Context: an optimization exercise on an open-source flow, tuned for small area, a short achievable clock period and few clock cycles per item. The choices shown serve that exercise and are no tape-out recipe. In this exercise RTL edits were held to simulation tests only and were not proved equivalent to the original.

job 8612:
Design pool_linked_list_engine_unit, start of the top module:
module pool_linked_list_engine_unit (
    input  wire                 i_clk,
    input  wire                 i_rst_n,
    input  wire                 i_in_valid,
    output logic                o_in_ready,
    input  wire  [2:0]          i_command,
    input  wire  signed [31:0]  i_value,
    input  wire  [6:0]          i_position,
    output logic                o_out_valid,
    input  wire                 i_out_ready,
    output logic signed [31:0]  o_item_value,
    output logic                o_last,
    output logic                o_empty_res,
    output logic [1:0]          o_status
);
Size in the first run: about 84 I/O pins, ~130,000 um2 of cells after synthesis.
==> module plle_back, before the edit <==
module plle_back (
    input  wire                  i_clk,
    input  wire                  i_rst_n,
    input  wire                  i_q_valid,
    output logic                 o_q_take,
    output logic                 o_q_take_next,
    input  wire  [5:0]           i_q_cmd,
    input  wire  [31:0]          i_q_val,
    input  wire  [6:0]           i_q_pos,
    output logic                 o_out_valid,
    input  wire                  i_out_ready,
    output logic signed [31:0]   o_item_value,
    output logic                 o_last,
    output logic                 o_empty_res,
    output logic [1:0]           o_status
);
    localparam int N = plle_pkg::POOL_DEPTH;
    logic [N-1:0][32:0] sl;      
    logic [N-1:0][32:0] base;    
    logic [N-1:0] r_lent;
    logic [6:0]  r_len, r_alloc, r_dcnt;
    logic        r_dump, r_free;
    logic        e_valid;
    logic [5:0]  e_cmd;
    logic [31:0] e_val;
    logic [6:0]  e_pos;
    logic [N-1:0] e_post;
    logic        r_ov, r_sv;
    logic [35:0] r_od, r_sd;
    logic c_clear, c_head, c_tail, c_pos, c_rem, c_dump;
    logic ins_arr, n_evalid, n_dump, n_sv;
    logic exec, e_load, dstep, dfirst, full, pos_bad, ins_go, ok_ins, found, len0;
    logic [N-1:0] lt, post, match, ge_m, lent1;
    logic [31:0] newv;
    logic        newm, cmp0, eq_fe, dsel;
    logic        res_valid;
    logic [35:0] res_data;
    logic [1:0]  ins_st;
    assign {c_dump, c_rem, c_pos, c_tail, c_head, c_clear} = e_cmd;
    assign exec     = e_valid && r_free;
    assign e_load   = !e_valid || r_free;
    assign o_q_take = e_load;
    assign len0    = !r_lent[0];
    assign full    = r_alloc[6];
    assign pos_bad = (e_pos == 7'd0) || ({1'b0, e_pos} > {1'b0, r_len} + 8'd1);
    assign ins_st  = full ? plle_pkg::ST_FULL :
                     (c_pos && pos_bad) ? plle_pkg::ST_RANGE : plle_pkg::ST_OK;
    assign ok_ins  = !full && !(c_pos && pos_bad);
    assign ins_go  = exec && (c_head || c_tail || c_pos) && ok_ins;
    assign ins_arr = exec && (c_head || c_tail || c_pos) && !full && !(c_pos && e_pos == 7'd0);
    assign dfirst  = exec && c_dump && !len0;
    assign dstep   = dfirst || (r_dump && !r_sv);
    genvar i, k;
    generate
        for (i = 0; i < N; i++) begin : g_dec
            assign post[i]  = i_q_cmd[3] && (8'(i) < {1'b0, i_q_pos} - 8'd1) && (i_q_pos != 7'd0);
            assign lent1[i] = (i == N - 1) ? 1'b0 : r_lent[(i == N - 1) ? i : i+1];
            assign lt[i]    = (r_dump || c_dump) ? lent1[i] :
                              c_tail ? r_lent[i] : e_post[i];
            assign match[i] = r_lent[i] && sl[i][32];
        end
    endgenerate
    logic [N-1:0] pf [0:6];
    assign pf[0] = match;
    generate
        for (k = 0; k < 6; k++) begin : g_pf
            for (i = 0; i < N; i++) begin : g_b
                if ((i >> k) & 1)
                    assign pf[k+1][i] = pf[k][i] | pf[k][((i >> k) << k) - 1];
                else
                    assign pf[k+1][i] = pf[k][i];
            end
        end
    endgenerate
    assign ge_m  = pf[6];
    assign found = ge_m[N-1];
    assign newv = dsel ? sl[0][31:0] : e_val;
    assign cmp0  = (sl[0][31:0] == i_q_val);
    assign eq_fe = (e_val == i_q_val);
    assign dsel  = r_dump || c_dump;
    assign newm  = e_load ? (dsel ? cmp0 : eq_fe) : (dsel ? sl[0][32] : 1'b1);
    generate
        for (i = 0; i < N; i++) begin : g_slot
            logic s_new, s_prev, s_next, ltm1;
            if (i == 0) begin : g_b0
                assign base[i] = {e_load ? cmp0 : sl[i][32], sl[i][31:0]};
            end else begin : g_bi
                assign base[i] = {e_load ? (sl[i][31:0] == i_q_val) : sl[i][32], sl[i][31:0]};
            end
            assign ltm1    = (i == 0) ? 1'b1 : lt[(i == 0) ? 0 : i-1];
            assign s_new   = (ins_arr || dstep) && !lt[i] && ltm1;
            assign s_prev  = ins_arr && !ltm1;
            assign s_next  = (exec && c_rem && ge_m[i]) || (dstep && lt[i]);
            plle_slot u_slot (
                .i_clk(i_clk), .i_new_n(!s_new), .i_prev(s_prev), .i_next(s_next),
                .i_self(base[i]),
                .i_newv_n(~{newm, newv}),
                .i_left((i == 0) ? 33'd0 : base[(i == 0) ? 0 : i-1]),
                .i_right((i == N - 1) ? 33'd0 : base[(i == N - 1) ? i : i+1]),
                .o_q(sl[i])
            );
        end
    endgenerate
    always_comb begin
        res_valid = exec || dstep;
        res_data  = {32'd0, 1'b1, 1'b0, plle_pkg::ST_OK};
        if (dstep) begin
            res_data = {sl[0][31:0], (r_dump ? (r_dcnt == 7'd1) : (r_len == 7'd1)),
                        1'b0, plle_pkg::ST_OK};
        end else if (c_head || c_tail || c_pos) begin
            res_data[1:0] = ins_st;
        end else if (c_rem) begin
            res_data[1:0] = found ? plle_pkg::ST_OK : plle_pkg::ST_EMPTY;
        end else if (c_dump) begin
            res_data[2]   = 1'b1;
            res_data[1:0] = plle_pkg::ST_EMPTY;
        end
    end
    always_ff @(posedge i_clk) begin
        if (!i_rst_n) begin
            r_len   <= 7'd0;
            r_lent  <= '0;
            r_alloc <= 7'd0;
            r_dcnt  <= 7'd0;
        end else begin
            if (exec && c_clear) begin
                r_len   <= 7'd0;
                r_lent  <= '0;
                r_alloc <= 7'd0;
            end else if (ins_go) begin
                r_len   <= r_len + 7'd1;
                r_lent  <= {r_lent[N-2:0], 1'b1};
                r_alloc <= r_alloc + 7'd1;
            end else if (exec && c_rem && found) begin
                r_len   <= r_len - 7'd1;
                r_lent  <= {1'b0, r_lent[N-1:1]};
            end
            if (dfirst)     r_dcnt <= r_len - 7'd1;
            else if (dstep) r_dcnt <= r_dcnt - 7'd1;
        end
    end
    assign n_evalid = !i_rst_n ? 1'b0 : e_load ? i_q_valid : e_valid;
    assign n_dump   = !i_rst_n ? 1'b0 : dfirst ? (r_len != 7'd1) :
                      dstep ? (r_dcnt != 7'd1) : r_dump;
    assign n_sv     = !i_rst_n ? 1'b0 : (!r_ov || i_out_ready) ? 1'b0 :
                      res_valid ? 1'b1 : r_sv;
    assign o_q_take_next = !n_evalid || (!n_dump && !n_sv);
    always_ff @(posedge i_clk) begin
        e_valid <= n_evalid;
        r_dump  <= n_dump;
        r_sv    <= n_sv;
        r_free  <= !n_dump && !n_sv;
    end
    always_ff @(posedge i_clk) begin
        if (e_load) begin
            e_cmd <= i_q_cmd;
            e_val <= i_q_val;
            e_pos <= i_q_pos;
            e_post <= post;
        end
    end
    always_ff @(posedge i_clk) begin
        if (!i_rst_n)                 r_ov <= 1'b0;
        else if (!r_ov || i_out_ready) r_ov <= r_sv || res_valid;
    end
    always_ff @(posedge i_clk) begin
        if (!r_ov || i_out_ready) r_od <= r_sv ? r_sd : res_data;
        else if (res_valid)       r_sd <= res_data;
    end
    assign o_out_valid  = r_ov;
    assign o_item_value = r_od[35:4];
    assign o_last       = r_od[3];
    assign o_empty_res  = r_od[2];
    assign o_status     = r_od[1:0];
endmodule
Settings: LEC_CHECK=0, CAP_MARGIN=20, CORE_MARGIN=2, CORE_UTILIZATION=50, PLACE_DENSITY=0.65, SLEW_MARGIN=20, SYNTH_HIERARCHICAL=1, SYNTH_MINIMUM_KEEP_SIZE=0; clock period 9.0 ns.
standard.sh (not shown) runs the stock make flow with config.mk's settings and CLKGATE_MAP_FILE= SYNTH_SCRIPT=/design/flow/synth_recipe.tcl, a recipe that flattens the netlist after the stock synthesis.
==> flow/flow/run.sh <==
#!/bin/bash
set -euo pipefail
bash standard.sh SETUP_SLACK_MARGIN=5.6 finish > standard_flow.log 2>&1
Testbench counts of job 8612, summed over its fixed seeds: cycles 16,195, commands 5,600.
Modified inputs, job 9098 compared to job 8612
--- a/flow/design.v
+++ b/flow/design.v
@@ -91,11 +91,11 @@
     logic [6:0]  r_len, r_alloc, r_dcnt;
     logic        r_dump, r_free;
     logic        e_valid;
     logic [5:0]  e_cmd;
     logic [31:0] e_val;
-    logic [6:0]  e_pos;
+    logic        e_pos0;    
     logic [N-1:0] e_post;
     logic        r_ov, r_sv;
     logic [35:0] r_od, r_sd;
     logic c_clear, c_head, c_tail, c_pos, c_rem, c_dump;
     logic ins_arr, n_evalid, n_dump, n_sv;
@@ -110,16 +110,16 @@
     assign exec     = e_valid && r_free;
     assign e_load   = !e_valid || r_free;
     assign o_q_take = e_load;
     assign len0    = !r_lent[0];
     assign full    = r_alloc[6];
-    assign pos_bad = (e_pos == 7'd0) || ({1'b0, e_pos} > {1'b0, r_len} + 8'd1);
+    assign pos_bad = e_pos0 || |(e_post & ~r_lent);
     assign ins_st  = full ? plle_pkg::ST_FULL :
                      (c_pos && pos_bad) ? plle_pkg::ST_RANGE : plle_pkg::ST_OK;
     assign ok_ins  = !full && !(c_pos && pos_bad);
     assign ins_go  = exec && (c_head || c_tail || c_pos) && ok_ins;
-    assign ins_arr = exec && (c_head || c_tail || c_pos) && !full && !(c_pos && e_pos == 7'd0);
+    assign ins_arr = exec && (c_head || c_tail || c_pos) && !full && !(c_pos && e_pos0);
     assign dfirst  = exec && c_dump && !len0;
     assign dstep   = dfirst || (r_dump && !r_sv);
     genvar i, k;
     generate
         for (i = 0; i < N; i++) begin : g_dec
@@ -141,11 +141,11 @@
                     assign pf[k+1][i] = pf[k][i];
             end
         end
     endgenerate
     assign ge_m  = pf[6];
-    assign found = ge_m[N-1];
+    assign found = |match;
     assign newv = dsel ? sl[0][31:0] : e_val;
     assign cmp0  = (sl[0][31:0] == i_q_val);
     assign eq_fe = (e_val == i_q_val);
     assign dsel  = r_dump || c_dump;
     assign newm  = e_load ? (dsel ? cmp0 : eq_fe) : (dsel ? sl[0][32] : 1'b1);
@@ -223,11 +223,11 @@
     end
     always_ff @(posedge i_clk) begin
         if (e_load) begin
             e_cmd <= i_q_cmd;
             e_val <= i_q_val;
-            e_pos <= i_q_pos;
+            e_pos0 <= (i_q_pos == 7'd0);
             e_post <= post;
         end
     end
     always_ff @(posedge i_clk) begin
         if (!i_rst_n)                 r_ov <= 1'b0;
Compared with job 8612, in job 9098 die height level; worst setup slack has increased; sequential cell count saw little to no change. Job 8612 -> job 9098: routed wire length increased by a few percent. Capturing element of the worst setup path = u_back.g_slot[12].u_slot.o_q[32]: job 9098; capturing element of the worst setup path = u_back.r_od[1]: job 8612. Taking job 8612 as the reference point, the layout overhead on the synthesized area of job 9098 rises by 0.85 points. Comparing job 8612 with job 9098, the die area came out essentially unchanged.
Testbench counts of job 9098, summed over its fixed seeds: cycles 16,195, commands 5,600.

static timing again, ports no longer ideal:
Ports are ideal in the flow. The routed layouts listed here were re-timed in OpenROAD. Step 1 (the two cells are an assumption about what drives the block):
set clk [get_ports {i_clk}]
set_driving_cell -lib_cell sky130_fd_sc_hd__clkbuf_16 $clk
set_driving_cell -lib_cell sky130_fd_sc_hd__buf_2 [delete_from_list [all_inputs] $clk]
Step 2 adds t to the input delays and takes it off the output delays; t is the mean of the earliest and latest rising clock arrival at the registers after step 1. Input paths then give back, and output paths get back, about the clock's delay inside the block. Slacks: no drivers / after step 1 / after step 2; pairs: no drivers / after step 1.
run	t (ns)	slack for setup (ns)	worst data-port slew with drivers (ns)
job 8612	0.972	5.457 / 5.457 / 4.844	0.10
job 9098	0.962	5.546 / 5.535 / 5.141	0.12
After both steps every run listed still meets setup and hold. For job 8612, which loses most, drivers alone change the setup slack by 0.000 ns; drivers and shift together by -0.613 ns.
